Background: an optimization exercise with open tools, aiming at small area, a short achievable clock period and few clock cycles per item. Do not read the settings as production practice.
At most, simulation tests tie the RTL to the original design; equivalence was not proved.
No functional check of the RTL was part of run 2.

$ cat flow/flow/run.sh
#!/bin/bash
# Layout flow: the standard flow, with two changes between its steps.
#  1. After the standard synthesis, flow/fapol.py re-chooses the polarity of
#     each full adder cell (a full adder is self-dual) to drop the inverters
#     that Yosys's adder extraction leaves between them. Registers and all
#     other cells are untouched.
#  2. Ports are buffered with sky130_fd_sc_hd__buf_2 instead of the
#     flow's default buffer cell (every port still gets its own buffer).
# Each tool's output goes to a log file of its own in this folder.
set -euo pipefail
R=orfs/results/sky130hd/word_tokenizer_fnv1a_hasher_top/base
bash standard.sh synth > 1_standard_synth.log 2>&1
cp $R/1_2_yosys.v 1_2_yosys.standard.v
python3 flow/fapol.py 1_2_yosys.standard.v $R/1_2_yosys.v > 2_fapol.log 2>&1
touch $R/1_2_yosys.v
bash standard.sh BUFFER_PORTS_ARGS="-buffer_cell sky130_fd_sc_hd__buf_2" finish > 3_standard_finish.log 2>&1
$ cat flow/flow/fapol.py
#!/usr/bin/env python3
"""Choose the polarity of each full adder cell in a Yosys netlist so that as
few inverters as possible remain.

A full adder is self-dual: complementing its three inputs complements its sum
and carry. Yosys's adder extraction leaves many inverters between full
adders; this picks, for every fa cell, whether to build it on complemented
inputs (giving complemented outputs), then rebuilds the inverters: at most
one per signal, from the signal's net. Only inverters are removed or added
and only fa inputs are rewired; registers and all other cells are unchanged.

usage: fapol.py IN.v OUT.v
"""
import re, sys, random

src = open(sys.argv[1]).read()
m = re.search(r'^module\s+(\S+)\((.*?)\);\n', src, re.M | re.S)
head_end = m.end()
end_mod = src.rindex('endmodule')
body = src[head_end:end_mod]

decl_re = re.compile(r'^\s*(input|output|inout|wire)\s+(\[\d+:\d+\]\s+)?(\S+)\s*;\s*$', re.M)
inst_re = re.compile(r'^\s*(sky130_fd_sc_hd__\w+)\s+(\S+)\s*\((.*?)\);\s*$', re.M | re.S)
pin_re = re.compile(r'\.(\w+)\(\s*(.*?)\s*\)\s*(?:,|$)', re.S)

decls = []
ports = set()
for d in decl_re.finditer(body):
    decls.append(d.group(0))
    if d.group(1) in ('output',):
        rng = d.group(2)
        name = d.group(3)
        if rng:
            hi, lo = map(int, re.findall(r'\d+', rng))
            for i in range(min(hi, lo), max(hi, lo) + 1):
                ports.add(f'{name}[{i}]')
        else:
            ports.add(name)

OUTPINS = {'X', 'Y', 'Q', 'Q_N', 'SUM', 'COUT', 'HI', 'LO'}
cells = []
for c in inst_re.finditer(body):
    typ, name, pins = c.group(1), c.group(2), c.group(3)
    conn = {}
    for p in pin_re.finditer(pins):
        conn[p.group(1)] = p.group(2).strip()
    cells.append({'type': typ, 'name': name, 'conn': conn})

def is_inv(c):
    return re.match(r'sky130_fd_sc_hd__(clk)?inv_\d+$', c['type']) is not None

def norm(n):
    return n.strip()

driver = {}
for c in cells:
    for p, n in c['conn'].items():
        if p in OUTPINS:
            driver[norm(n)] = (c, p)

# inverters that drive a port stay as they are (treated as ordinary cells)
invs = [c for c in cells if is_inv(c) and norm(c['conn']['Y']) not in ports]
inv_set = set(id(c) for c in invs)

def resolve(n):
    n = norm(n); p = 0
    while n in driver and id(driver[n][0]) in inv_set:
        n = norm(driver[n][0]['conn']['A']); p ^= 1
    return n, p

fas = [c for c in cells if c['type'].startswith('sky130_fd_sc_hd__fa_')]
fa_idx = {id(c): i for i, c in enumerate(fas)}
sig_fa = {}                      # signal net -> fa index that drives it
for i, c in enumerate(fas):
    sig_fa[norm(c['conn']['SUM'])] = i
    sig_fa[norm(c['conn']['COUT'])] = i

# consumers: (cell, pin, signal, polarity)
cons = []
for c in cells:
    if id(c) in inv_set:
        continue
    for p, n in c['conn'].items():
        if p in OUTPINS:
            continue
        s, pol = resolve(n)
        cons.append((c, p, s, pol))
# signals that reach a port other than through kept cells: freeze their fa
frozen = set()
for n in ports:
    s, pol = resolve(n)
    if s in sig_fa and (s != norm(n)):
        frozen.add(sig_fa[s])

by_sig = {}
for k, (c, p, s, pol) in enumerate(cons):
    by_sig.setdefault(s, []).append(k)
fa_sigs = [set() for _ in fas]
for k, (c, p, s, pol) in enumerate(cons):
    if id(c) in fa_idx:
        fa_sigs[fa_idx[id(c)]].add(s)
    if s in sig_fa:
        fa_sigs[sig_fa[s]].add(s)

flip = [0] * len(fas)

def sig_cost(s):
    phi = flip[sig_fa[s]] if s in sig_fa else 0
    for k in by_sig.get(s, []):
        c, p, _, pol = cons[k]
        eff = pol ^ (flip[fa_idx[id(c)]] if id(c) in fa_idx else 0)
        if eff != phi:
            return 1
    return 0

def total():
    return sum(sig_cost(s) for s in by_sig)

before = total()
best = before
random.seed(1)
order = list(range(len(fas)))
for rnd in range(50):
    improved = False
    random.shuffle(order)
    for i in order:
        if i in frozen:
            continue
        old = sum(sig_cost(s) for s in fa_sigs[i])
        flip[i] ^= 1
        new = sum(sig_cost(s) for s in fa_sigs[i])
        if new < old or (new == old and random.random() < 0.1):
            improved = improved or new < old
        else:
            flip[i] ^= 1
    cur = total()
    if cur < best:
        best = cur
    if not improved and rnd > 10:
        break
after = total()

def esc(n):
    n = norm(n)
    return n + ' ' if n.startswith('\\') else n

# rebuild: drop resolved inverters, one new inverter per signal that needs it
inv_of = {}
new_wires, new_cells = [], []
kept_inv_type = {}
for c in invs:
    s, _ = resolve(c['conn']['Y'])
    kept_inv_type.setdefault(s, c['type'])
cnt = 0
def inv_net(s):
    global cnt
    if s not in inv_of:
        cnt += 1
        w = f'_fapol_{cnt}_'
        inv_of[s] = w
        new_wires.append(f'  wire {w};')
        t = kept_inv_type.get(s, 'sky130_fd_sc_hd__inv_1')
        new_cells.append(f'  {t} _fapol_inv_{cnt}_ (\n    .A({esc(s)}),\n    .Y({w})\n  );')
    return inv_of[s]

for k, (c, p, s, pol) in enumerate(cons):
    phi = flip[sig_fa[s]] if s in sig_fa else 0
    eff = pol ^ (flip[fa_idx[id(c)]] if id(c) in fa_idx else 0)
    c['conn'][p] = s if eff == phi else inv_net(s)

dead = set(norm(c['conn']['Y']) for c in invs)
out = [src[:head_end]]
for d in decls:
    mm = decl_re.match(d)
    if mm.group(1) == 'wire' and not mm.group(2) and norm(mm.group(3)) in dead:
        continue
    out.append(d + '\n')
out += [w + '\n' for w in new_wires]
for c in cells:
    if id(c) in inv_set:
        continue
    pins = ',\n'.join(f'    .{p}({esc(n)})' for p, n in c['conn'].items())
    out.append(f"  {c['type']} {c['name']} (\n{pins}\n  );\n")
out += [x + '\n' for x in new_cells]
out.append(src[end_mod:])
open(sys.argv[2], 'w').write(''.join(out))
print(f'fapol: {len(fas)} full adders, {sum(flip)} flipped, {len(frozen)} frozen; '
      f'inverters {len(invs)} -> {len(inv_of)} (signal cost {before} -> {after})')
$ cat flow/standard.sh
#!/bin/bash
# synth_recipe.tcl (not shown) runs the flow's synth.tcl, then flattens the netlist and writes it again
# the make line also repeats each setting of config.mk as NAME=value (left out here)
make -C /OpenROAD-flow-scripts/flow DESIGN_CONFIG=/design/flow/config.mk WORK_HOME=/design/flow/orfs CLKGATE_MAP_FILE= SYNTH_SCRIPT=/design/flow/synth_recipe.tcl "${@:-finish}"
$ cat flow/config.mk
export PLATFORM = sky130hd
export DESIGN_NAME = word_tokenizer_fnv1a_hasher_top
export DESIGN_NICKNAME = word_tokenizer_fnv1a_hasher_top
export VERILOG_FILES = /design/flow/design.v
export SDC_FILE = /design/flow/constraint.sdc
export NUM_CORES = 4
export LEC_CHECK = 0
export CAP_MARGIN = 20
export CORE_MARGIN = 2
export CORE_UTILIZATION = 40
export SETUP_SLACK_MARGIN = 3.5
export SLEW_MARGIN = 20
$ cat flow/constraint.sdc
create_clock -name core_clock -period 6.5 [get_ports {clk}]
set_input_delay 1.3000 -clock core_clock [delete_from_list [all_inputs] [get_ports {clk}]]
set_output_delay 1.3000 -clock core_clock [all_outputs]
set_load 0.01 [all_outputs]
$ cat flow/design.v
package wtok_pkg;
  localparam int unsigned LENGTH_WIDTH_DEF = 16;
  localparam logic [31:0] FNV_BASIS = 32'h811C_9DC5;
  localparam logic [31:0] FNV_PRIME = 32'h0100_0193;
  localparam logic [7:0] CHR_NUL = 8'h00;
  localparam logic [7:0] CHR_TAB = 8'h09;
  localparam logic [7:0] CHR_LF  = 8'h0A;
  localparam logic [7:0] CHR_VT  = 8'h0B;
  localparam logic [7:0] CHR_FF  = 8'h0C;
  localparam logic [7:0] CHR_CR  = 8'h0D;
  localparam logic [7:0] CHR_SP  = 8'h20;
  localparam logic [15:0] EOS_LENGTH = 16'd4;
  localparam int unsigned QUEUE_DEPTH = 4;
  localparam int unsigned QUEUE_PTR_W = $clog2(QUEUE_DEPTH);
  localparam int unsigned QUEUE_CNT_W = $clog2(QUEUE_DEPTH + 1);
  typedef struct packed {
    logic [7:0] data_byte;
    logic       end_of_input;
  } byte_t;
  typedef struct packed {
    logic [31:0] word_hash;
    logic [15:0] word_length;
    logic        is_eos;
    logic        last;
  } token_t;
  localparam int unsigned TOKEN_W = 50;  
  localparam logic [31:0] EOS_HASH = 32'hD79C_9359;
endpackage
import wtok_pkg::*;
module wtok_room (
  input  logic [1:0] cls,
  input  logic       in_word,
  input  logic [1:0] e_pre,
  input  logic       w_own,
  input  logic       e_post,
  input  logic       take,
  output logic       ok
);
  logic       e_front;
  logic [1:0] e_pre1;
  logic       w_own1;
  logic       e_post1;
  always_comb begin
    e_front = (e_pre != 2'd0);
    e_pre1  = e_pre;
    w_own1  = w_own;
    e_post1 = e_post;
    if (take) begin
      if (e_front) begin
        e_pre1 = e_pre - 2'd1;
      end else begin
        w_own1  = 1'b0;
        e_pre1  = {1'b0, e_post};
        e_post1 = 1'b0;
      end
    end
    case (cls)
      2'd1:    ok = !w_own1;
      2'd2:    ok = in_word || (w_own1 ? !e_post1 : (e_pre1 != 2'd2));
      2'd3:    ok = 1'b1;
      default: ok = 1'b0;
    endcase
  end
endmodule
module word_tokenizer_fnv1a_hasher_top #(
  parameter int unsigned LENGTH_WIDTH = wtok_pkg::LENGTH_WIDTH_DEF
) (
  input  logic   clk,
  input  logic   rst,
  input  logic   byte_valid,
  output logic   byte_ready,
  input  wtok_pkg::byte_t  byte_data,
  output logic   token_valid,
  input  logic   token_ready,
  output wtok_pkg::token_t token_data
);
  localparam logic [1:0] C_NONE = 2'd0;
  localparam logic [1:0] C_WORD = 2'd1;
  localparam logic [1:0] C_LF   = 2'd2;
  localparam logic [1:0] C_END  = 2'd3;
  logic [1:0]  ib_cls;
  logic [6:0]  xlo_r;       
  logic        ib_b7;
  logic                    in_word;
  logic                    cont_a;    
  logic                    cont_b;    
  logic [31:0]             hash_r;
  logic [LENGTH_WIDTH-1:0] len_r;
  logic                    last_r;
  logic [1:0]  e_pre;
  logic        w_own;
  logic        e_post;
  logic        rdy_nt;
  logic        rdy_t;
  logic        e_front;
  logic        take;
  logic        ok;
  logic        hash_upd;
  logic        word_end;
  logic        byte_xfer;
  logic        in_space;
  logic [1:0]  in_cls;
  logic [31:0] hash_sel;
  logic [31:0] mix_in;
  logic [31:0] mix_out;
  logic [31:0] mixed;
  logic [1:0]  ib_cls_n;
  logic        in_word_n;
  logic [1:0]  e_pre_n;
  logic        w_own_n;
  logic        e_post_n;
  logic        ok_nt_n;
  logic        ok_t_n;
  logic [6:0]  in_low;
  logic [6:0]  hlo_n;
  logic [6:0]  xlo_n;
  assign e_front     = (e_pre != 2'd0);
  assign token_valid = e_front || w_own;
  assign take        = token_valid && token_ready;
  assign token_data.word_hash   = e_front ? EOS_HASH : hash_r;
  assign token_data.word_length = e_front ? EOS_LENGTH : 16'(len_r);
  assign token_data.is_eos      = e_front;
  assign token_data.last        = e_front || last_r;
  assign byte_ready = rdy_nt || (token_ready && rdy_t);
  assign byte_xfer  = byte_valid && byte_ready;
  wtok_room u_room (
    .cls(ib_cls), .in_word(in_word), .e_pre(e_pre), .w_own(w_own),
    .e_post(e_post), .take(take), .ok(ok)
  );
  always_comb begin
    hash_upd = (ib_cls == C_WORD) && ok;
    word_end = ok && in_word && ib_cls[1];
    in_space = (byte_data.data_byte == CHR_SP)  || (byte_data.data_byte == CHR_LF) ||
               (byte_data.data_byte == CHR_CR)  || (byte_data.data_byte == CHR_TAB) ||
               (byte_data.data_byte == CHR_VT)  || (byte_data.data_byte == CHR_FF) ||
               (byte_data.data_byte == CHR_NUL);
    if (byte_data.end_of_input)                 in_cls = C_END;
    else if (byte_data.data_byte == CHR_LF)     in_cls = C_LF;
    else if (in_space)                          in_cls = C_END;
    else                                        in_cls = C_WORD;
    if (byte_xfer)   ib_cls_n = in_cls;
    else if (ok)     ib_cls_n = C_NONE;
    else             ib_cls_n = ib_cls;
    e_pre_n   = e_pre;
    w_own_n   = w_own;
    e_post_n  = e_post;
    in_word_n = in_word;
    if (take) begin
      if (e_front) begin
        e_pre_n = e_pre - 2'd1;
      end else begin
        w_own_n  = 1'b0;
        e_pre_n  = {1'b0, e_post};
        e_post_n = 1'b0;
      end
    end
    if (ok) begin
      case (ib_cls)
        C_WORD: in_word_n = 1'b1;
        C_LF: begin
          in_word_n = 1'b0;
          if (in_word) begin
            w_own_n  = 1'b1;
            e_post_n = 1'b1;
          end else if (w_own_n) begin
            e_post_n = 1'b1;
          end else begin
            e_pre_n  = e_pre_n + 2'd1;
          end
        end
        C_END: begin
          in_word_n = 1'b0;
          if (in_word) w_own_n = 1'b1;
        end
        default: ;
      endcase
    end
    hash_sel[31:19] = cont_a ? hash_r[31:19] : FNV_BASIS[31:19];
    hash_sel[18:0]  = cont_b ? hash_r[18:0]  : FNV_BASIS[18:0];
    mix_in   = {hash_sel[31:7], xlo_r};
    mixed    = mix_out ^ {32{ib_b7}};
    in_low   = byte_data.data_byte[6:0] ^ {7{byte_data.data_byte[7]}};
    hlo_n    = hash_upd ? mixed[6:0] : hash_r[6:0];
    xlo_n    = (in_word_n ? hlo_n : FNV_BASIS[6:0]) ^ in_low;
  end
  fnv_mul u_mul (.x(mix_in), .e(ib_b7), .y(mix_out));
  wtok_room u_room_nt (
    .cls(ib_cls_n), .in_word(in_word_n), .e_pre(e_pre_n), .w_own(w_own_n),
    .e_post(e_post_n), .take(1'b0), .ok(ok_nt_n)
  );
  wtok_room u_room_t (
    .cls(ib_cls_n), .in_word(in_word_n), .e_pre(e_pre_n), .w_own(w_own_n),
    .e_post(e_post_n), .take(1'b1), .ok(ok_t_n)
  );
  always_ff @(posedge clk) begin
    if (rst) begin
      ib_cls  <= C_NONE;
      in_word <= 1'b0;
      e_pre   <= 2'd0;
      w_own   <= 1'b0;
      e_post  <= 1'b0;
      rdy_nt  <= 1'b1;
      rdy_t   <= 1'b1;
    end else begin
      ib_cls  <= ib_cls_n;
      in_word <= in_word_n;
      e_pre   <= e_pre_n;
      w_own   <= w_own_n;
      e_post  <= e_post_n;
      rdy_nt  <= (ib_cls_n == C_NONE) || ok_nt_n;
      rdy_t   <= (ib_cls_n == C_NONE) || ((e_pre_n != 2'd0 || w_own_n) && ok_t_n);
    end
  end
  always_ff @(posedge clk) begin
    if (byte_xfer || ok) begin
      cont_b <= in_word_n;
    end
  end
  always_ff @(posedge clk) begin
    if (byte_xfer) begin
      xlo_r  <= xlo_n;
      cont_a <= in_word_n;
      ib_b7  <= byte_data.data_byte[7];
    end
  end
  always_ff @(posedge clk) begin
    if (hash_upd) begin
      hash_r <= mixed;
      if (!in_word) begin
        len_r <= LENGTH_WIDTH'(1);
      end else if (len_r != '1) begin
        len_r <= len_r + LENGTH_WIDTH'(1);
      end
    end
    if (word_end) begin
      last_r <= (ib_cls == C_END);
    end
  end
endmodule
module fnv_mul (
  input  logic [31:0] x,
  input  logic        e,
  output logic [31:0] y
);
  logic fs0;
  logic fc0;
  logic fs1;
  logic fc1;
  logic fs2;
  logic fc2;
  logic fs3;
  logic fc3;
  logic fs4;
  logic fc4;
  logic fs5;
  logic fc5;
  logic fs6;
  logic fc6;
  logic fs7;
  logic fc7;
  logic fs8;
  logic fc8;
  logic fs9;
  logic fc9;
  logic fs10;
  logic fc10;
  logic fs11;
  logic fc11;
  logic fs12;
  logic fc12;
  logic fs13;
  logic fc13;
  logic fs14;
  logic fc14;
  logic fs15;
  logic fc15;
  logic fs16;
  logic fc16;
  logic fs17;
  logic fc17;
  logic fs18;
  logic fc18;
  logic fs19;
  logic fc19;
  logic fs20;
  logic fc20;
  logic fs21;
  logic fc21;
  logic fs22;
  logic fc22;
  logic fs23;
  logic fc23;
  logic fs24;
  logic fc24;
  logic fs25;
  logic fc25;
  logic fs26;
  logic fc26;
  logic fs27;
  logic fc27;
  logic fs28;
  logic fc28;
  logic fs29;
  logic fc29;
  logic fs30;
  logic fc30;
  logic fs31;
  logic fc31;
  logic fs32;
  logic fc32;
  logic fs33;
  logic fc33;
  logic fs34;
  logic fc34;
  logic fs35;
  logic fc35;
  logic fs36;
  logic fc36;
  logic fs37;
  logic fc37;
  logic fs38;
  logic fc38;
  logic fs39;
  logic fc39;
  logic fs40;
  logic fc40;
  logic fs41;
  logic fc41;
  logic fs42;
  logic fc42;
  logic fs43;
  logic fc43;
  logic fs44;
  logic fc44;
  logic fs45;
  logic fc45;
  logic fs46;
  logic fc46;
  logic fs47;
  logic fc47;
  logic fs48;
  logic fc48;
  logic fs49;
  logic fc49;
  logic fs50;
  logic fc50;
  logic fs51;
  logic fc51;
  logic fs52;
  logic fc52;
  logic fs53;
  logic fc53;
  logic fs54;
  logic fc54;
  logic fs55;
  logic fc55;
  logic fs56;
  logic fc56;
  logic fs57;
  logic fc57;
  logic fs58;
  logic fc58;
  logic fs59;
  logic fc59;
  logic fs60;
  logic fc60;
  logic fs61;
  logic fc61;
  logic fs62;
  logic fc62;
  logic fs63;
  logic fc63;
  logic fs64;
  logic fc64;
  logic fs65;
  logic fc65;
  logic fs66;
  logic fc66;
  logic fs67;
  logic fc67;
  logic fs68;
  logic fc68;
  logic fs69;
  logic fc69;
  logic fs70;
  logic fc70;
  logic fs71;
  logic fc71;
  logic fs72;
  logic fc72;
  logic fs73;
  logic fc73;
  logic fs74;
  logic fc74;
  logic fs75;
  logic fc75;
  logic fs76;
  logic fc76;
  logic fs77;
  logic fc77;
  logic fs78;
  logic fc78;
  logic fs79;
  logic fc79;
  logic fs80;
  logic fc80;
  logic fs81;
  logic fc81;
  logic fs82;
  logic fc82;
  logic fs83;
  logic fc83;
  logic fs84;
  logic fc84;
  logic [31:0] ra, rb;
  assign fs0 = x[4] ^ x[3] ^ x[0];
  assign fc0 = (x[4] & x[3]) | (x[4] & x[0]) | (x[3] & x[0]);
  assign fs1 = x[5] ^ x[4] ^ x[1];
  assign fc1 = (x[5] & x[4]) | (x[5] & x[1]) | (x[4] & x[1]);
  assign fs2 = x[6] ^ x[5] ^ x[2];
  assign fc2 = (x[6] & x[5]) | (x[6] & x[2]) | (x[5] & x[2]);
  assign fs3 = x[7] ^ x[6] ^ x[3];
  assign fc3 = (x[7] & x[6]) | (x[7] & x[3]) | (x[6] & x[3]);
  assign fs4 = x[0] ^ e ^ fc2;
  assign fc4 = (x[0] & e) | (x[0] & fc2) | (e & fc2);
  assign fs5 = x[8] ^ x[7] ^ x[4];
  assign fc5 = (x[8] & x[7]) | (x[8] & x[4]) | (x[7] & x[4]);
  assign fs6 = x[1] ^ x[0] ^ e;
  assign fc6 = (x[1] & x[0]) | (x[1] & e) | (x[0] & e);
  assign fs7 = fc3 ^ fs5 ^ fs6;
  assign fc7 = (fc3 & fs5) | (fc3 & fs6) | (fs5 & fs6);
  assign fs8 = x[9] ^ x[8] ^ x[5];
  assign fc8 = (x[9] & x[8]) | (x[9] & x[5]) | (x[8] & x[5]);
  assign fs9 = x[2] ^ x[1] ^ fc5;
  assign fc9 = (x[2] & x[1]) | (x[2] & fc5) | (x[1] & fc5);
  assign fs10 = fc6 ^ fs8 ^ fc7;
  assign fc10 = (fc6 & fs8) | (fc6 & fc7) | (fs8 & fc7);
  assign fs11 = x[10] ^ x[9] ^ x[6];
  assign fc11 = (x[10] & x[9]) | (x[10] & x[6]) | (x[9] & x[6]);
  assign fs12 = x[3] ^ x[2] ^ fc8;
  assign fc12 = (x[3] & x[2]) | (x[3] & fc8) | (x[2] & fc8);
  assign fs13 = fs11 ^ fc9 ^ fs12;
  assign fc13 = (fs11 & fc9) | (fs11 & fs12) | (fc9 & fs12);
  assign fs14 = x[11] ^ x[10] ^ x[7];
  assign fc14 = (x[11] & x[10]) | (x[11] & x[7]) | (x[10] & x[7]);
  assign fs15 = x[4] ^ x[3] ^ fc11;
  assign fc15 = (x[4] & x[3]) | (x[4] & fc11) | (x[3] & fc11);
  assign fs16 = fs14 ^ fc12 ^ fs15;
  assign fc16 = (fs14 & fc12) | (fs14 & fs15) | (fc12 & fs15);
  assign fs17 = x[12] ^ x[11] ^ x[8];
  assign fc17 = (x[12] & x[11]) | (x[12] & x[8]) | (x[11] & x[8]);
  assign fs18 = x[5] ^ x[4] ^ fc14;
  assign fc18 = (x[5] & x[4]) | (x[5] & fc14) | (x[4] & fc14);
  assign fs19 = fs17 ^ fc15 ^ fs18;
  assign fc19 = (fs17 & fc15) | (fs17 & fs18) | (fc15 & fs18);
  assign fs20 = x[13] ^ x[12] ^ x[9];
  assign fc20 = (x[13] & x[12]) | (x[13] & x[9]) | (x[12] & x[9]);
  assign fs21 = x[6] ^ x[5] ^ fc17;
  assign fc21 = (x[6] & x[5]) | (x[6] & fc17) | (x[5] & fc17);
  assign fs22 = fs20 ^ fc18 ^ fs21;
  assign fc22 = (fs20 & fc18) | (fs20 & fs21) | (fc18 & fs21);
  assign fs23 = x[14] ^ x[13] ^ x[10];
  assign fc23 = (x[14] & x[13]) | (x[14] & x[10]) | (x[13] & x[10]);
  assign fs24 = x[7] ^ x[6] ^ fc20;
  assign fc24 = (x[7] & x[6]) | (x[7] & fc20) | (x[6] & fc20);
  assign fs25 = fs23 ^ fc21 ^ fs24;
  assign fc25 = (fs23 & fc21) | (fs23 & fs24) | (fc21 & fs24);
  assign fs26 = x[15] ^ x[14] ^ x[11];
  assign fc26 = (x[15] & x[14]) | (x[15] & x[11]) | (x[14] & x[11]);
  assign fs27 = x[8] ^ x[7] ^ fc23;
  assign fc27 = (x[8] & x[7]) | (x[8] & fc23) | (x[7] & fc23);
  assign fs28 = fs26 ^ fc24 ^ fs27;
  assign fc28 = (fs26 & fc24) | (fs26 & fs27) | (fc24 & fs27);
  assign fs29 = x[16] ^ x[15] ^ x[12];
  assign fc29 = (x[16] & x[15]) | (x[16] & x[12]) | (x[15] & x[12]);
  assign fs30 = x[9] ^ x[8] ^ fc26;
  assign fc30 = (x[9] & x[8]) | (x[9] & fc26) | (x[8] & fc26);
  assign fs31 = fs29 ^ fc27 ^ fs30;
  assign fc31 = (fs29 & fc27) | (fs29 & fs30) | (fc27 & fs30);
  assign fs32 = x[17] ^ x[16] ^ x[13];
  assign fc32 = (x[17] & x[16]) | (x[17] & x[13]) | (x[16] & x[13]);
  assign fs33 = x[10] ^ x[9] ^ fc29;
  assign fc33 = (x[10] & x[9]) | (x[10] & fc29) | (x[9] & fc29);
  assign fs34 = fs32 ^ fc30 ^ fs33;
  assign fc34 = (fs32 & fc30) | (fs32 & fs33) | (fc30 & fs33);
  assign fs35 = x[18] ^ x[17] ^ x[14];
  assign fc35 = (x[18] & x[17]) | (x[18] & x[14]) | (x[17] & x[14]);
  assign fs36 = x[11] ^ x[10] ^ fc32;
  assign fc36 = (x[11] & x[10]) | (x[11] & fc32) | (x[10] & fc32);
  assign fs37 = fs35 ^ fc33 ^ fs36;
  assign fc37 = (fs35 & fc33) | (fs35 & fs36) | (fc33 & fs36);
  assign fs38 = x[19] ^ x[18] ^ x[15];
  assign fc38 = (x[19] & x[18]) | (x[19] & x[15]) | (x[18] & x[15]);
  assign fs39 = x[12] ^ x[11] ^ fc35;
  assign fc39 = (x[12] & x[11]) | (x[12] & fc35) | (x[11] & fc35);
  assign fs40 = fs38 ^ fc36 ^ fs39;
  assign fc40 = (fs38 & fc36) | (fs38 & fs39) | (fc36 & fs39);
  assign fs41 = x[20] ^ x[19] ^ x[16];
  assign fc41 = (x[20] & x[19]) | (x[20] & x[16]) | (x[19] & x[16]);
  assign fs42 = x[13] ^ x[12] ^ fc38;
  assign fc42 = (x[13] & x[12]) | (x[13] & fc38) | (x[12] & fc38);
  assign fs43 = fs41 ^ fc39 ^ fs42;
  assign fc43 = (fs41 & fc39) | (fs41 & fs42) | (fc39 & fs42);
  assign fs44 = x[21] ^ x[20] ^ x[17];
  assign fc44 = (x[21] & x[20]) | (x[21] & x[17]) | (x[20] & x[17]);
  assign fs45 = x[14] ^ x[13] ^ fc41;
  assign fc45 = (x[14] & x[13]) | (x[14] & fc41) | (x[13] & fc41);
  assign fs46 = fs44 ^ fc42 ^ fs45;
  assign fc46 = (fs44 & fc42) | (fs44 & fs45) | (fc42 & fs45);
  assign fs47 = x[22] ^ x[21] ^ x[18];
  assign fc47 = (x[22] & x[21]) | (x[22] & x[18]) | (x[21] & x[18]);
  assign fs48 = x[15] ^ x[14] ^ fc44;
  assign fc48 = (x[15] & x[14]) | (x[15] & fc44) | (x[14] & fc44);
  assign fs49 = fs47 ^ fc45 ^ fs48;
  assign fc49 = (fs47 & fc45) | (fs47 & fs48) | (fc45 & fs48);
  assign fs50 = x[23] ^ x[22] ^ x[19];
  assign fc50 = (x[23] & x[22]) | (x[23] & x[19]) | (x[22] & x[19]);
  assign fs51 = x[16] ^ x[15] ^ fc47;
  assign fc51 = (x[16] & x[15]) | (x[16] & fc47) | (x[15] & fc47);
  assign fs52 = fs50 ^ fc48 ^ fs51;
  assign fc52 = (fs50 & fc48) | (fs50 & fs51) | (fc48 & fs51);
  assign fs53 = x[24] ^ x[23] ^ x[20];
  assign fc53 = (x[24] & x[23]) | (x[24] & x[20]) | (x[23] & x[20]);
  assign fs54 = x[17] ^ x[16] ^ x[0];
  assign fc54 = (x[17] & x[16]) | (x[17] & x[0]) | (x[16] & x[0]);
  assign fs55 = e ^ fc50 ^ fs53;
  assign fc55 = (e & fc50) | (e & fs53) | (fc50 & fs53);
  assign fs56 = fs54 ^ fc51 ^ fs55;
  assign fc56 = (fs54 & fc51) | (fs54 & fs55) | (fc51 & fs55);
  assign fs57 = x[25] ^ x[24] ^ x[21];
  assign fc57 = (x[25] & x[24]) | (x[25] & x[21]) | (x[24] & x[21]);
  assign fs58 = x[18] ^ x[17] ^ x[1];
  assign fc58 = (x[18] & x[17]) | (x[18] & x[1]) | (x[17] & x[1]);
  assign fs59 = fc53 ^ fc54 ^ fs57;
  assign fc59 = (fc53 & fc54) | (fc53 & fs57) | (fc54 & fs57);
  assign fs60 = fs58 ^ fc55 ^ fs59;
  assign fc60 = (fs58 & fc55) | (fs58 & fs59) | (fc55 & fs59);
  assign fs61 = x[26] ^ x[25] ^ x[22];
  assign fc61 = (x[26] & x[25]) | (x[26] & x[22]) | (x[25] & x[22]);
  assign fs62 = x[19] ^ x[18] ^ x[2];
  assign fc62 = (x[19] & x[18]) | (x[19] & x[2]) | (x[18] & x[2]);
  assign fs63 = fc57 ^ fc58 ^ fs61;
  assign fc63 = (fc57 & fc58) | (fc57 & fs61) | (fc58 & fs61);
  assign fs64 = fs62 ^ fc59 ^ fs63;
  assign fc64 = (fs62 & fc59) | (fs62 & fs63) | (fc59 & fs63);
  assign fs65 = x[27] ^ x[26] ^ x[23];
  assign fc65 = (x[27] & x[26]) | (x[27] & x[23]) | (x[26] & x[23]);
  assign fs66 = x[20] ^ x[19] ^ x[3];
  assign fc66 = (x[20] & x[19]) | (x[20] & x[3]) | (x[19] & x[3]);
  assign fs67 = fc61 ^ fc62 ^ fs65;
  assign fc67 = (fc61 & fc62) | (fc61 & fs65) | (fc62 & fs65);
  assign fs68 = fs66 ^ fc63 ^ fs67;
  assign fc68 = (fs66 & fc63) | (fs66 & fs67) | (fc63 & fs67);
  assign fs69 = x[28] ^ x[27] ^ x[24];
  assign fc69 = (x[28] & x[27]) | (x[28] & x[24]) | (x[27] & x[24]);
  assign fs70 = x[21] ^ x[20] ^ x[4];
  assign fc70 = (x[21] & x[20]) | (x[21] & x[4]) | (x[20] & x[4]);
  assign fs71 = fc65 ^ fc66 ^ fs69;
  assign fc71 = (fc65 & fc66) | (fc65 & fs69) | (fc66 & fs69);
  assign fs72 = fs70 ^ fc67 ^ fs71;
  assign fc72 = (fs70 & fc67) | (fs70 & fs71) | (fc67 & fs71);
  assign fs73 = x[29] ^ x[28] ^ x[25];
  assign fc73 = (x[29] & x[28]) | (x[29] & x[25]) | (x[28] & x[25]);
  assign fs74 = x[22] ^ x[21] ^ x[5];
  assign fc74 = (x[22] & x[21]) | (x[22] & x[5]) | (x[21] & x[5]);
  assign fs75 = fc69 ^ fc70 ^ fs73;
  assign fc75 = (fc69 & fc70) | (fc69 & fs73) | (fc70 & fs73);
  assign fs76 = fs74 ^ fc71 ^ fs75;
  assign fc76 = (fs74 & fc71) | (fs74 & fs75) | (fc71 & fs75);
  assign fs77 = x[30] ^ x[29] ^ x[26];
  assign fc77 = (x[30] & x[29]) | (x[30] & x[26]) | (x[29] & x[26]);
  assign fs78 = x[23] ^ x[22] ^ x[6];
  assign fc78 = (x[23] & x[22]) | (x[23] & x[6]) | (x[22] & x[6]);
  assign fs79 = fc73 ^ fc74 ^ fs77;
  assign fc79 = (fc73 & fc74) | (fc73 & fs77) | (fc74 & fs77);
  assign fs80 = fs78 ^ fc75 ^ fs79;
  assign fc80 = (fs78 & fc75) | (fs78 & fs79) | (fc75 & fs79);
  assign fs81 = x[31] ^ x[30] ^ x[27];
  assign fc81 = (x[31] & x[30]) | (x[31] & x[27]) | (x[30] & x[27]);
  assign fs82 = x[24] ^ x[23] ^ x[7];
  assign fc82 = (x[24] & x[23]) | (x[24] & x[7]) | (x[23] & x[7]);
  assign fs83 = fc77 ^ fc78 ^ fs81;
  assign fc83 = (fc77 & fc78) | (fc77 & fs81) | (fc78 & fs81);
  assign fs84 = fs82 ^ fc79 ^ fs83;
  assign fc84 = (fs82 & fc79) | (fs82 & fs83) | (fc79 & fs83);
  assign ra[0] = x[0];
  assign rb[0] = e;
  assign ra[1] = x[1];
  assign rb[1] = x[0];
  assign ra[2] = x[2];
  assign rb[2] = x[1];
  assign ra[3] = x[3];
  assign rb[3] = x[2];
  assign ra[4] = e;
  assign rb[4] = fs0;
  assign ra[5] = fc0;
  assign rb[5] = fs1;
  assign ra[6] = fc1;
  assign rb[6] = fs2;
  assign ra[7] = fs3;
  assign rb[7] = fs4;
  assign ra[8] = fc4;
  assign rb[8] = fs7;
  assign ra[9] = fs9;
  assign rb[9] = fs10;
  assign ra[10] = fc10;
  assign rb[10] = fs13;
  assign ra[11] = fc13;
  assign rb[11] = fs16;
  assign ra[12] = fc16;
  assign rb[12] = fs19;
  assign ra[13] = fc19;
  assign rb[13] = fs22;
  assign ra[14] = fc22;
  assign rb[14] = fs25;
  assign ra[15] = fc25;
  assign rb[15] = fs28;
  assign ra[16] = fc28;
  assign rb[16] = fs31;
  assign ra[17] = fc31;
  assign rb[17] = fs34;
  assign ra[18] = fc34;
  assign rb[18] = fs37;
  assign ra[19] = fc37;
  assign rb[19] = fs40;
  assign ra[20] = fc40;
  assign rb[20] = fs43;
  assign ra[21] = fc43;
  assign rb[21] = fs46;
  assign ra[22] = fc46;
  assign rb[22] = fs49;
  assign ra[23] = fc49;
  assign rb[23] = fs52;
  assign ra[24] = fc52;
  assign rb[24] = fs56;
  assign ra[25] = fc56;
  assign rb[25] = fs60;
  assign ra[26] = fc60;
  assign rb[26] = fs64;
  assign ra[27] = fc64;
  assign rb[27] = fs68;
  assign ra[28] = fc68;
  assign rb[28] = fs72;
  assign ra[29] = fc72;
  assign rb[29] = fs76;
  assign ra[30] = fc76;
  assign rb[30] = fs80;
  assign ra[31] = fc80;
  assign rb[31] = fs84;
  logic [31:0] g0, p0;
  assign g0 = ra & rb;
  assign p0 = ra ^ rb;
  logic gc0;
  assign gc0 = g0[0] | (p0[0] & e);
  logic gn1, pn1;
  assign gn1 = g0[1] | (p0[1] & gc0);
  assign pn1 = p0[1] & p0[0];
  logic gn2, pn2;
  assign gn2 = g0[3] | (p0[3] & g0[2]);
  assign pn2 = p0[3] & p0[2];
  logic gn3, pn3;
  assign gn3 = g0[5] | (p0[5] & g0[4]);
  assign pn3 = p0[5] & p0[4];
  logic gn4, pn4;
  assign gn4 = g0[7] | (p0[7] & g0[6]);
  assign pn4 = p0[7] & p0[6];
  logic gn5, pn5;
  assign gn5 = g0[9] | (p0[9] & g0[8]);
  assign pn5 = p0[9] & p0[8];
  logic gn6, pn6;
  assign gn6 = g0[11] | (p0[11] & g0[10]);
  assign pn6 = p0[11] & p0[10];
  logic gn7, pn7;
  assign gn7 = g0[13] | (p0[13] & g0[12]);
  assign pn7 = p0[13] & p0[12];
  logic gn8, pn8;
  assign gn8 = g0[15] | (p0[15] & g0[14]);
  assign pn8 = p0[15] & p0[14];
  logic gn9, pn9;
  assign gn9 = g0[17] | (p0[17] & g0[16]);
  assign pn9 = p0[17] & p0[16];
  logic gn10, pn10;
  assign gn10 = g0[19] | (p0[19] & g0[18]);
  assign pn10 = p0[19] & p0[18];
  logic gn11, pn11;
  assign gn11 = g0[21] | (p0[21] & g0[20]);
  assign pn11 = p0[21] & p0[20];
  logic gn12, pn12;
  assign gn12 = g0[23] | (p0[23] & g0[22]);
  assign pn12 = p0[23] & p0[22];
  logic gn13, pn13;
  assign gn13 = g0[25] | (p0[25] & g0[24]);
  assign pn13 = p0[25] & p0[24];
  logic gn14, pn14;
  assign gn14 = g0[27] | (p0[27] & g0[26]);
  assign pn14 = p0[27] & p0[26];
  logic gn15, pn15;
  assign gn15 = g0[29] | (p0[29] & g0[28]);
  assign pn15 = p0[29] & p0[28];
  logic gn16, pn16;
  assign gn16 = g0[31] | (p0[31] & g0[30]);
  assign pn16 = p0[31] & p0[30];
  logic gn17, pn17;
  assign gn17 = g0[2] | (p0[2] & gn1);
  assign pn17 = p0[2] & pn1;
  logic gn18, pn18;
  assign gn18 = gn2 | (pn2 & gn1);
  assign pn18 = pn2 & pn1;
  logic gn19, pn19;
  assign gn19 = g0[6] | (p0[6] & gn3);
  assign pn19 = p0[6] & pn3;
  logic gn20, pn20;
  assign gn20 = gn4 | (pn4 & gn3);
  assign pn20 = pn4 & pn3;
  logic gn21, pn21;
  assign gn21 = g0[10] | (p0[10] & gn5);
  assign pn21 = p0[10] & pn5;
  logic gn22, pn22;
  assign gn22 = gn6 | (pn6 & gn5);
  assign pn22 = pn6 & pn5;
  logic gn23, pn23;
  assign gn23 = g0[14] | (p0[14] & gn7);
  assign pn23 = p0[14] & pn7;
  logic gn24, pn24;
  assign gn24 = gn8 | (pn8 & gn7);
  assign pn24 = pn8 & pn7;
  logic gn25, pn25;
  assign gn25 = g0[18] | (p0[18] & gn9);
  assign pn25 = p0[18] & pn9;
  logic gn26, pn26;
  assign gn26 = gn10 | (pn10 & gn9);
  assign pn26 = pn10 & pn9;
  logic gn27, pn27;
  assign gn27 = g0[22] | (p0[22] & gn11);
  assign pn27 = p0[22] & pn11;
  logic gn28, pn28;
  assign gn28 = gn12 | (pn12 & gn11);
  assign pn28 = pn12 & pn11;
  logic gn29, pn29;
  assign gn29 = g0[26] | (p0[26] & gn13);
  assign pn29 = p0[26] & pn13;
  logic gn30, pn30;
  assign gn30 = gn14 | (pn14 & gn13);
  assign pn30 = pn14 & pn13;
  logic gn31, pn31;
  assign gn31 = g0[30] | (p0[30] & gn15);
  assign pn31 = p0[30] & pn15;
  logic gn32, pn32;
  assign gn32 = gn16 | (pn16 & gn15);
  assign pn32 = pn16 & pn15;
  logic gn33, pn33;
  assign gn33 = g0[4] | (p0[4] & gn18);
  assign pn33 = p0[4] & pn18;
  logic gn34, pn34;
  assign gn34 = gn3 | (pn3 & gn18);
  assign pn34 = pn3 & pn18;
  logic gn35, pn35;
  assign gn35 = gn19 | (pn19 & gn18);
  assign pn35 = pn19 & pn18;
  logic gn36, pn36;
  assign gn36 = gn20 | (pn20 & gn18);
  assign pn36 = pn20 & pn18;
  logic gn37, pn37;
  assign gn37 = g0[12] | (p0[12] & gn22);
  assign pn37 = p0[12] & pn22;
  logic gn38, pn38;
  assign gn38 = gn7 | (pn7 & gn22);
  assign pn38 = pn7 & pn22;
  logic gn39, pn39;
  assign gn39 = gn23 | (pn23 & gn22);
  assign pn39 = pn23 & pn22;
  logic gn40, pn40;
  assign gn40 = gn24 | (pn24 & gn22);
  assign pn40 = pn24 & pn22;
  logic gn41, pn41;
  assign gn41 = g0[20] | (p0[20] & gn26);
  assign pn41 = p0[20] & pn26;
  logic gn42, pn42;
  assign gn42 = gn11 | (pn11 & gn26);
  assign pn42 = pn11 & pn26;
  logic gn43, pn43;
  assign gn43 = gn27 | (pn27 & gn26);
  assign pn43 = pn27 & pn26;
  logic gn44, pn44;
  assign gn44 = gn28 | (pn28 & gn26);
  assign pn44 = pn28 & pn26;
  logic gn45, pn45;
  assign gn45 = g0[28] | (p0[28] & gn30);
  assign pn45 = p0[28] & pn30;
  logic gn46, pn46;
  assign gn46 = gn15 | (pn15 & gn30);
  assign pn46 = pn15 & pn30;
  logic gn47, pn47;
  assign gn47 = gn31 | (pn31 & gn30);
  assign pn47 = pn31 & pn30;
  logic gn48, pn48;
  assign gn48 = gn32 | (pn32 & gn30);
  assign pn48 = pn32 & pn30;
  logic gn49, pn49;
  assign gn49 = g0[8] | (p0[8] & gn36);
  assign pn49 = p0[8] & pn36;
  logic gn50, pn50;
  assign gn50 = gn5 | (pn5 & gn36);
  assign pn50 = pn5 & pn36;
  logic gn51, pn51;
  assign gn51 = gn21 | (pn21 & gn36);
  assign pn51 = pn21 & pn36;
  logic gn52, pn52;
  assign gn52 = gn22 | (pn22 & gn36);
  assign pn52 = pn22 & pn36;
  logic gn53, pn53;
  assign gn53 = gn37 | (pn37 & gn36);
  assign pn53 = pn37 & pn36;
  logic gn54, pn54;
  assign gn54 = gn38 | (pn38 & gn36);
  assign pn54 = pn38 & pn36;
  logic gn55, pn55;
  assign gn55 = gn39 | (pn39 & gn36);
  assign pn55 = pn39 & pn36;
  logic gn56, pn56;
  assign gn56 = gn40 | (pn40 & gn36);
  assign pn56 = pn40 & pn36;
  logic gn57, pn57;
  assign gn57 = g0[24] | (p0[24] & gn44);
  assign pn57 = p0[24] & pn44;
  logic gn58, pn58;
  assign gn58 = gn13 | (pn13 & gn44);
  assign pn58 = pn13 & pn44;
  logic gn59, pn59;
  assign gn59 = gn29 | (pn29 & gn44);
  assign pn59 = pn29 & pn44;
  logic gn60, pn60;
  assign gn60 = gn30 | (pn30 & gn44);
  assign pn60 = pn30 & pn44;
  logic gn61, pn61;
  assign gn61 = gn45 | (pn45 & gn44);
  assign pn61 = pn45 & pn44;
  logic gn62, pn62;
  assign gn62 = gn46 | (pn46 & gn44);
  assign pn62 = pn46 & pn44;
  logic gn63, pn63;
  assign gn63 = gn47 | (pn47 & gn44);
  assign pn63 = pn47 & pn44;
  logic gn64, pn64;
  assign gn64 = gn48 | (pn48 & gn44);
  assign pn64 = pn48 & pn44;
  logic gn65, pn65;
  assign gn65 = g0[16] | (p0[16] & gn56);
  assign pn65 = p0[16] & pn56;
  logic gn66, pn66;
  assign gn66 = gn9 | (pn9 & gn56);
  assign pn66 = pn9 & pn56;
  logic gn67, pn67;
  assign gn67 = gn25 | (pn25 & gn56);
  assign pn67 = pn25 & pn56;
  logic gn68, pn68;
  assign gn68 = gn26 | (pn26 & gn56);
  assign pn68 = pn26 & pn56;
  logic gn69, pn69;
  assign gn69 = gn41 | (pn41 & gn56);
  assign pn69 = pn41 & pn56;
  logic gn70, pn70;
  assign gn70 = gn42 | (pn42 & gn56);
  assign pn70 = pn42 & pn56;
  logic gn71, pn71;
  assign gn71 = gn43 | (pn43 & gn56);
  assign pn71 = pn43 & pn56;
  logic gn72, pn72;
  assign gn72 = gn44 | (pn44 & gn56);
  assign pn72 = pn44 & pn56;
  logic gn73, pn73;
  assign gn73 = gn57 | (pn57 & gn56);
  assign pn73 = pn57 & pn56;
  logic gn74, pn74;
  assign gn74 = gn58 | (pn58 & gn56);
  assign pn74 = pn58 & pn56;
  logic gn75, pn75;
  assign gn75 = gn59 | (pn59 & gn56);
  assign pn75 = pn59 & pn56;
  logic gn76, pn76;
  assign gn76 = gn60 | (pn60 & gn56);
  assign pn76 = pn60 & pn56;
  logic gn77, pn77;
  assign gn77 = gn61 | (pn61 & gn56);
  assign pn77 = pn61 & pn56;
  logic gn78, pn78;
  assign gn78 = gn62 | (pn62 & gn56);
  assign pn78 = pn62 & pn56;
  logic gn79, pn79;
  assign gn79 = gn63 | (pn63 & gn56);
  assign pn79 = pn63 & pn56;
  logic gn80, pn80;
  assign gn80 = gn64 | (pn64 & gn56);
  assign pn80 = pn64 & pn56;
  assign y[0] = p0[0] ^ e;
  assign y[1] = p0[1] ^ gc0;
  assign y[2] = p0[2] ^ gn1;
  assign y[3] = p0[3] ^ gn17;
  assign y[4] = p0[4] ^ gn18;
  assign y[5] = p0[5] ^ gn33;
  assign y[6] = p0[6] ^ gn34;
  assign y[7] = p0[7] ^ gn35;
  assign y[8] = p0[8] ^ gn36;
  assign y[9] = p0[9] ^ gn49;
  assign y[10] = p0[10] ^ gn50;
  assign y[11] = p0[11] ^ gn51;
  assign y[12] = p0[12] ^ gn52;
  assign y[13] = p0[13] ^ gn53;
  assign y[14] = p0[14] ^ gn54;
  assign y[15] = p0[15] ^ gn55;
  assign y[16] = p0[16] ^ gn56;
  assign y[17] = p0[17] ^ gn65;
  assign y[18] = p0[18] ^ gn66;
  assign y[19] = p0[19] ^ gn67;
  assign y[20] = p0[20] ^ gn68;
  assign y[21] = p0[21] ^ gn69;
  assign y[22] = p0[22] ^ gn70;
  assign y[23] = p0[23] ^ gn71;
  assign y[24] = p0[24] ^ gn72;
  assign y[25] = p0[25] ^ gn73;
  assign y[26] = p0[26] ^ gn74;
  assign y[27] = p0[27] ^ gn75;
  assign y[28] = p0[28] ^ gn76;
  assign y[29] = p0[29] ^ gn77;
  assign y[30] = p0[30] ^ gn78;
  assign y[31] = p0[31] ^ gn79;
endmodule
==> summary.txt, run 1 <==
Placed design
  – Final HPWL DP: 12.7 mm
  – Port bufs: 64
  – Worst slack, placed: 1.58 ns
  – Gpl congestion: approximately 0.85

Setup path
  – Crit-path max FO: 5
  – Worst Setup SP: cont_b
  – Worst R2R Start: cont_b
  – Startpoint types: register
  – Critical path class: register to register
  – R2r setup slk: 2.32 ns
  – Crit path DAT: 4.26 ns
  – Worst path required time: 6.59 ns
  – Worst setup EP type: register

Drt
  – Via density: 5.15
  – Post-route ant nets: 0
  – Met2 Routed Length: roughly 9 mm
  – Drt wl/cell: 18.0 um
  – Residual DRC: 0
  – 1st-iter DRT viols: approximately 300
  – Routed length on met1: 8.05 mm
  – DR top layer: met4
  – WL final: 17.9 mm
  – Drt first pass iters: 5
  – Met3 WL: 721 um
  – Routed vias: 5,121

Final layout
  – Fillcell total: 1,452
  – Multi-input logic area: 0.00512 mm^2
  – Area growth, synth to finish: 30.0%
  – Register area: 0.00196 mm^2
  – Diode count: 0
  – Fin nets: 898
  – Share of post-route cells with drive strength above 1: 0.321

Yosys
  – Net Count, Synth: 770
  – Post-synthesis cell count: around 640
  – Netlist Area Pre-Place: approximately 0.0068 mm^2
  – Ys Warns: 2
  – Syn_area_per_cell: 10.6 um^2

Floorplanning
  – Site Rows: between 40 and 50
  – Die Ht: about 130 um
  – # IOs: between 60 and 70
  – Die width: 135 um
  – Die area: 0.0181 mm^2
  – Core ar.: 0.0166 mm^2
  – Initial Util: 0.409

Global route
  – Initial antenna violation count: 0
  – Largest net degree at the start of global routing: 40
  – Vias in the first global route: around 5,300
  – Tot GR Track Use: 0.202
  – First-pass GRT wire length: 28.1 mm
  – GRT overflow: 0

STA
  – Slew Viols, Final: 0
  – Slew headroom: 0.351
  – Fin. Hold Viols: 0
  – Measured slew at the worst slew-check pin: slightly below 1 ns
  – Min Tclk post-route: 4.18 ns
  – Sum of negative setup slack: 0 ns
  – RSZ-0062 raised after global routing: yes
  – Clock Skews: 0.00972 ns
  – Final period util: 0.643
  – Fmax: 0.239 GHz
  – # setup viols final: 0
  – Final worst slack: 2.32 ns

Flow run
  – Max_cap viols: 0

Clock network
  – CTS tree: yes
  – Clock sink total: 68
  – Root Buffer: clkbuf_16
  – H-Tree Depth: 3
  – Worst-path clk slew: about 0.06 ns
  – Clock Latency Late Sink: between 0.3 and 0.4 ns
  – CTS max path bufs: 2
  – Total clock buffers created by CTS: 9

Min path
  – Hold Crit Start: e_post
  – Worst hold path class: register to register

Outcome
  – Status: complete, no violations
-- cells in the final DEF, fill, tap and decap left out, types with 12 or more instances in the layout --
cell	instances
xnor2_1	78
buf_6	18
and2_1	48
ha_1	24
nor2_1	27
buf_2	63
fa_2	12
nand2_1	40
fa_1	67
inv_1	32
or3_1	22
edfxtp_1	59
a21oi_1	19
xor2_1	20
buf_4	50
-- what timing repair did --
action	CTS	global route
pin swaps	32	33
endpoints found under the setup margin	78	37
hold buffers	0	0
resized for setup	82	37
setup buffers	47	23
cloned	0	1
-- registers in the layout, indices dropped and copies added (netlist names) --
name,flops
ib_b7,1
len_r,16
cont_a,1
in_word,1
e_post,1
xlo_r,7
w_own,1
last_r,1
hash_r,32
rdy_t,1
e_pre,2
cont_b,1
ib_cls,2
rdy_nt,1
-- area by class of cell --
| class | count | area share |
|---|---|---|
| flip-flops and latches | 68 | 0.221 |
| clock inverters | 6 | 0.00989 |
| repair inverters | 1 | 0.000989 |
| clock buffers | 10 | 0.0270 |
| well taps | 220 | 0.0311 |
| inverters | 42 | 0.0220 |
| multi-input cells | 512 | 0.578 |
| repair buffers | 136 | 0.110 |
-- per-stage QoR --
step	util	instance area [um^2]	cells	hold slack (ns)
after floorplan	-	6930	642	0.580
after global placement	0.447	7440	908	0.624
after detailed placement	0.447	7440	908	0.616
after CTS	0.510	8490	971	0.625
after global routing	0.532	8860	995	0.678
final	0.532	8860	995	0.626
-- worst max-delay path: stages, from the launching register on --
cell and delay [ns]:
edfxtp_1 0.41, buf_6 0.16, and2_4 0.15, fa_2 0.36
fa_1 0.50, fa_1 0.61, ha_4 0.22, and3_4 0.19
nor2b_4 0.12, o21a_1 0.20, or2_1 0.25, nor2_2 0.13
fa_2 0.47, xnor2_1 0.13
-- worst paths after layout --
path	endpoint	cells after the start
setup / recovery	hash_r[16]	13
hold / removal	e_post	3
hold reg to reg	e_post	3
setup reg to reg	hash_r[16]	13
-- layer usage --
| metal | track usage | vias to the layer above |
|---|---|---|
| li1 | - | 2417 |
| met1 | 0.271 | 2560 |
| met2 | 0.331 | 124 |
| met3 | 0.0300 | 20 |
| met4 | 0.0789 | 0 |
| met5 | 0 | - |
Testbench counts, summed over its fixed seeds: cycles 24,023, bytes 24,000.
==> run 2: changes to the inputs <==
--- a/flow/design.v
+++ b/flow/design.v
@@ -48,14 +48,14 @@
     if (take) begin
       if (e_front) begin
         e_pre1 = e_pre - 2'd1;
-      end else begin
+      end else if (w_own) begin
         w_own1  = 1'b0;
         e_pre1  = {1'b0, e_post};
         e_post1 = 1'b0;
       end
     end
     case (cls)
-      2'd1:    ok = !w_own1;
+      2'd1:    ok = in_word || !w_own;
       2'd2:    ok = in_word || (w_own1 ? !e_post1 : (e_pre1 != 2'd2));
       2'd3:    ok = 1'b1;
       default: ok = 1'b0;
@@ -79,11 +79,9 @@
   localparam logic [1:0] C_LF   = 2'd2;
   localparam logic [1:0] C_END  = 2'd3;
   logic [1:0]  ib_cls;
-  logic [6:0]  xlo_r;       
   logic        ib_b7;
+  logic [6:0]  xlo_r;       
   logic                    in_word;
-  logic                    cont_a;    
-  logic                    cont_b;    
   logic [31:0]             hash_r;
   logic [LENGTH_WIDTH-1:0] len_r;
   logic                    last_r;
@@ -93,17 +91,22 @@
   logic        rdy_nt;
   logic        rdy_t;
   logic        e_front;
+  logic        word_end;
+  logic        imm_w;
   logic        take;
+  logic        w_now;       
+  logic        w_give;      
   logic        ok;
   logic        hash_upd;
-  logic        word_end;
+  logic        hash_clr;
   logic        byte_xfer;
   logic        in_space;
   logic [1:0]  in_cls;
-  logic [31:0] hash_sel;
-  logic [31:0] mix_in;
+  logic [6:0]  in_low;
   logic [31:0] mix_out;
   logic [31:0] mixed;
+  logic [6:0]  hlo_n;
+  logic [6:0]  xlo_n;
   logic [1:0]  ib_cls_n;
   logic        in_word_n;
   logic [1:0]  e_pre_n;
@@ -111,16 +114,15 @@
   logic        e_post_n;
   logic        ok_nt_n;
   logic        ok_t_n;
-  logic [6:0]  in_low;
-  logic [6:0]  hlo_n;
-  logic [6:0]  xlo_n;
   assign e_front     = (e_pre != 2'd0);
-  assign token_valid = e_front || w_own;
+  assign word_end    = in_word && ib_cls[1];
+  assign imm_w       = word_end && !e_front;
+  assign token_valid = e_front || w_own || imm_w;
   assign take        = token_valid && token_ready;
   assign token_data.word_hash   = e_front ? EOS_HASH : hash_r;
   assign token_data.word_length = e_front ? EOS_LENGTH : 16'(len_r);
   assign token_data.is_eos      = e_front;
-  assign token_data.last        = e_front || last_r;
+  assign token_data.last        = e_front || (w_own ? last_r : ib_cls[0]);
   assign byte_ready = rdy_nt || (token_ready && rdy_t);
   assign byte_xfer  = byte_valid && byte_ready;
   wtok_room u_room (
@@ -128,8 +130,10 @@
     .e_post(e_post), .take(take), .ok(ok)
   );
   always_comb begin
+    w_now    = imm_w && token_ready;
+    w_give   = take && !e_front && w_own;
     hash_upd = (ib_cls == C_WORD) && ok;
-    word_end = ok && in_word && ib_cls[1];
+    hash_clr = w_now || w_give;
     in_space = (byte_data.data_byte == CHR_SP)  || (byte_data.data_byte == CHR_LF) ||
                (byte_data.data_byte == CHR_CR)  || (byte_data.data_byte == CHR_TAB) ||
                (byte_data.data_byte == CHR_VT)  || (byte_data.data_byte == CHR_FF) ||
@@ -138,6 +142,7 @@
     else if (byte_data.data_byte == CHR_LF)     in_cls = C_LF;
     else if (in_space)                          in_cls = C_END;
     else                                        in_cls = C_WORD;
+    in_low = byte_data.data_byte[6:0] ^ {7{byte_data.data_byte[7]}};
     if (byte_xfer)   ib_cls_n = in_cls;
     else if (ok)     ib_cls_n = C_NONE;
     else             ib_cls_n = ib_cls;
@@ -145,7 +150,7 @@
     w_own_n   = w_own;
     e_post_n  = e_post;
     in_word_n = in_word;
-    if (take) begin
+    if (take && !imm_w) begin
       if (e_front) begin
         e_pre_n = e_pre - 2'd1;
       end else begin
@@ -160,8 +165,12 @@
         C_LF: begin
           in_word_n = 1'b0;
           if (in_word) begin
-            w_own_n  = 1'b1;
-            e_post_n = 1'b1;
+            if (w_now) begin
+              e_pre_n  = e_pre_n + 2'd1;
+            end else begin
+              w_own_n  = 1'b1;
+              e_post_n = 1'b1;
+            end
           end else if (w_own_n) begin
             e_post_n = 1'b1;
           end else begin
@@ -170,20 +179,18 @@
         end
         C_END: begin
           in_word_n = 1'b0;
-          if (in_word) w_own_n = 1'b1;
+          if (in_word && !w_now) w_own_n = 1'b1;
         end
         default: ;
       endcase
     end
-    hash_sel[31:19] = cont_a ? hash_r[31:19] : FNV_BASIS[31:19];
-    hash_sel[18:0]  = cont_b ? hash_r[18:0]  : FNV_BASIS[18:0];
-    mix_in   = {hash_sel[31:7], xlo_r};
-    mixed    = mix_out ^ {32{ib_b7}};
-    in_low   = byte_data.data_byte[6:0] ^ {7{byte_data.data_byte[7]}};
-    hlo_n    = hash_upd ? mixed[6:0] : hash_r[6:0];
-    xlo_n    = (in_word_n ? hlo_n : FNV_BASIS[6:0]) ^ in_low;
+    mixed = mix_out ^ {32{ib_b7}};
+    if (!in_word_n)      hlo_n = FNV_BASIS[6:0];
+    else if (hash_upd)   hlo_n = mixed[6:0];
+    else                 hlo_n = hash_r[6:0];
+    xlo_n = hlo_n ^ in_low;
   end
-  fnv_mul u_mul (.x(mix_in), .e(ib_b7), .y(mix_out));
+  fnv_mul u_mul (.x({hash_r[31:7], xlo_r}), .e(ib_b7), .y(mix_out));
   wtok_room u_room_nt (
     .cls(ib_cls_n), .in_word(in_word_n), .e_pre(e_pre_n), .w_own(w_own_n),
     .e_post(e_post_n), .take(1'b0), .ok(ok_nt_n)
@@ -208,31 +215,29 @@
       w_own   <= w_own_n;
       e_post  <= e_post_n;
       rdy_nt  <= (ib_cls_n == C_NONE) || ok_nt_n;
-      rdy_t   <= (ib_cls_n == C_NONE) || ((e_pre_n != 2'd0 || w_own_n) && ok_t_n);
+      rdy_t   <= (ib_cls_n == C_NONE) || ok_t_n;
     end
   end
   always_ff @(posedge clk) begin
-    if (byte_xfer || ok) begin
-      cont_b <= in_word_n;
+    if (byte_xfer) begin
+      xlo_r <= xlo_n;
+      ib_b7 <= byte_data.data_byte[7];
     end
   end
   always_ff @(posedge clk) begin
-    if (byte_xfer) begin
-      xlo_r  <= xlo_n;
-      cont_a <= in_word_n;
-      ib_b7  <= byte_data.data_byte[7];
+    if (rst || hash_clr || hash_upd) begin
+      hash_r <= (rst || hash_clr) ? FNV_BASIS : mixed;
     end
   end
   always_ff @(posedge clk) begin
-    if (hash_upd) begin
-      hash_r <= mixed;
-      if (!in_word) begin
-        len_r <= LENGTH_WIDTH'(1);
-      end else if (len_r != '1) begin
-        len_r <= len_r + LENGTH_WIDTH'(1);
-      end
+    if (rst || hash_clr) begin
+      len_r <= '0;
+    end else if (hash_upd && len_r != '1) begin
+      len_r <= len_r + LENGTH_WIDTH'(1);
     end
-    if (word_end) begin
+  end
+  always_ff @(posedge clk) begin
+    if (ok && word_end && !w_now) begin
       last_r <= (ib_cls == C_END);
     end
   end
--- a/flow/config.mk
+++ b/flow/config.mk
@@ -8,5 +8,5 @@
 export CAP_MARGIN = 20
 export CORE_MARGIN = 2
 export CORE_UTILIZATION = 40
-export SETUP_SLACK_MARGIN = 3.5
+export SETUP_SLACK_MARGIN = 2.5
 export SLEW_MARGIN = 20
==> run 2 against run 1 <==
Against the previous run:
- register-to-register slack improved by 0.16 ns
- global-route usage decreased by 0.14 points
- sequential share of layout area decreased by 1.2 points
- die area about the same
- fmax increased by 4.0%
- wire length decreased by 3.4%
- critical endpoint is now hash_r[23]
==> summary.txt, run 2 <==
STA
  – RSZ-0062 raised after global routing: yes
  – Fin. Hold Viols: 0 (unchanged)
  – Sum of negative setup slack: 0 ns (unchanged)
  – Measured slew at the worst slew-check pin: 0.923 ns (-0.0501 ns)
  – # setup viols final: 0 (unchanged)
  – Slew Viols, Final: 0 (unchanged)
  – Slew headroom: 0.382 (+0.0312)
  – Fmax: 0.249 GHz (+4.0%)
  – Min Tclk post-route: 4.02 ns (-0.159 ns)
  – Clock Skews: 0.00858 ns (-0.00114 ns)
  – Final period util: 0.618 (-0.0245)

Setup path
  – Critical path class: register to register
  – R2R cell count: 12 (-1)
  – Worst path required time: 6.59 ns (about the same)
  – Reg2Reg Capture Point: hash_r[23]
  – R2r setup slk: 2.48 ns (+0.16 ns)
  – Worst setup EP type: register
  – CP endpoint: hash_r[23]
  – Crit-path max FO: 4 (-1)
  – Startpoint types: register
  – Worst Setup SP: hash_r[16]
  – Worst R2R Start: hash_r[16]
  – Crit path DAT: 4.11 ns (-0.15 ns)

Yosys
  – Netlist Area Pre-Place: 0.00681 mm^2 (about the same)
  – Post-synthesis cell count: 669 (+4.2%)
  – Ys Warns: 2 (unchanged)
  – Net Count, Synth: 806 (+4.7%)
  – Syn_area_per_cell: 10.2 um^2 (-4.1%)

Global route
  – Largest net degree at the start of global routing: 36 (-10%)
  – Tot GR Track Use: 0.200 (-0.00137)
  – GRT overflow: 0 (unchanged)
  – First-pass GRT wire length: 28.2 mm (+0.49%)
  – Initial antenna violation count: 0 (unchanged)
  – Vias in the first global route: 5,368 (+1.8%)

Floorplanning
  – # IOs: 65 (unchanged)
  – Core ar.: 0.0166 mm^2 (-0.35%)
  – Die width: 134 um (about the same)
  – Initial Util: 0.411 (+0.00115)
  – Die Ht: 134 um (about the same)
  – Die area: 0.0181 mm^2 (about the same)
  – Site Rows: 47 (unchanged)

Final layout
  – Share of post-route cells with drive strength above 1: 0.239 (-0.0826)
  – Diode count: 0 (unchanged)
  – Max reg flops: 32 (unchanged)
  – Area growth, synth to finish: 21.7%
  – Design Area, Final: 0.00829 mm^2 (-6.5%)
  – Commonest non-fill, non-tap cells in the layout: fa_1, buf_2, xnor2_1
  – Largest regs: hash_r (32), len_r (16), xlo_r (7)
  – Most common cell after layout, fill and taps aside: fa_1
  – Final Util: 0.500 (-0.0326)
  – Fin nets: 903 (+0.56%)
  – Register with the most flip-flops: hash_r

Placed design
  – Final HPWL DP: 12.4 mm (-1.7%)
  – Port bufs: 64 (unchanged)
  – Gpl congestion: 0.862 (+1.7%)
  – Placed cell areas: 0.00732 mm^2 (-1.6%)

Clock network
  – Worst-path clk slew: 0.06 ns (about the same)
  – Root Buffer: clkbuf_16
  – CTS tree: yes
  – Clock sink total: 66 (-2.9%)
  – CTS max path bufs: 2 (unchanged)
  – H-Tree Depth: 3 (unchanged)
  – Total clock buffers created by CTS: 9 (unchanged)
  – Clock Latency Late Sink: 0.35 ns (about the same)
  – CTS Hold Bufs: 0 (unchanged)

Drt
  – Drt first pass iters: 5 (unchanged)
  – Post-route ant nets: 0 (unchanged)
  – Residual DRC: 0 (unchanged)
  – Drt wl/cell: 17.5 um (-3.0%)
  – WL final: 17.3 mm (-3.4%)
  – Routed vias: 5,243 (+2.4%)
  – Via density: 5.29 (+2.8%)
  – 1st-iter DRT viols: 232 (-24%)

Min path
  – Worst hold path class: register to register

Outcome
  – Status: complete, no violations

Flow run
  – Max_cap viols: 0 (unchanged)
run 2: timing repair:
action	in CTS	in global routing
pin swaps	5	25
buffers inserted	23	18
endpoints found under the setup margin	14	15
gates resized for setup	13	47
run 2: cell type report:
| type | count | area (um^2) |
|---|---|---|
| timing repair buffer | 108 | 677 |
| fill | 1538 | 8300 |
| inverter | 48 | 180 |
| multi-input combinational | 533 | 5110 |
| sequential | 66 | 1730 |
| tap | 220 | 275 |
| clock inverter | 2 | 15.0 |
| clock buffer | 14 | 295 |
run 2: metrics by stage:
| step | setup WS (ns) | hold WS, ns | instances |
|---|---|---|---|
| 2_1_floorplan | 2.66 | 0.462 | 669 |
| 5_1_grt | 2.35 | 0.546 | 991 |
| 3_3_place_gp | 2.26 | 0.487 | 934 |
| 3_5_place_dp | 2.18 | 0.497 | 934 |
| 6_report | 2.48 | 0.501 | 991 |
| 4_1_cts | 2.49 | 0.504 | 973 |
run 2: how the worst min path moves through the flow:
stage | startpoint | endpoint | slack (ns) | depth (start not counted)
floorplan | len_r[14] | len_r[14] | 0.46 | 2
global placement | len_r[14] | len_r[14] | 0.49 | 2
detailed placement | len_r[14] | len_r[14] | 0.50 | 2
CTS | len_r[14] | len_r[14] | 0.50 | 2
global route | len_r[14] | len_r[14] | 0.55 | 2
finish | len_r[14] | len_r[14] | 0.50 | 2
run 2: routing by layer:
metal	share of wire	vias to the layer above	GRT usage
li1	-	2475	-
met1	0.45	2601	0.272
met2	0.49	148	0.329
met3	0.049	19	0.0447
met4	0.013	0	0.0485
met5	0	-	0
run 2: critical path: stages (launching register included):
cell	delay [ns]
edfxtp_1	0.45
buf_4	0.18
fa_2	0.36
fa_1	0.45
fa_1	0.54
ha_4	0.22
and2_4	0.18
a221o_1	0.38
buf_6	0.15
or3_4	0.33
o211a_1	0.26
o211ai_1	0.17
o31ai_1	0.09

separate check: timing with driven ports:
How much do the figures lean on ideal ports? The routed layouts below were timed once more, with nothing changed but the port constraints.
Step 1, drivers: a clkbuf_16 drives clk and a buf_2 each remaining input, both assumed.
Step 2, shift: input delay + t, output delay - t, t = (earliest + latest rising clock arrival at the registers) / 2. This alone moves slack from input paths to output paths.
Slacks: ideal / step 1 / step 2; pairs: ideal / step 1.
run | t, ns | setup slack, ns | latest minus earliest clock arrival (ns) | worst data-port slew with drivers (ns)
run 1 | 0.381 | 2.321 / 2.321 / 2.321 | 0.010 / 0.010 | 0.05
run 2 | 0.389 | 2.480 / 2.480 / 2.480 | 0.009 / 0.009 | 0.03
After both steps setup and hold are still met in every run listed.
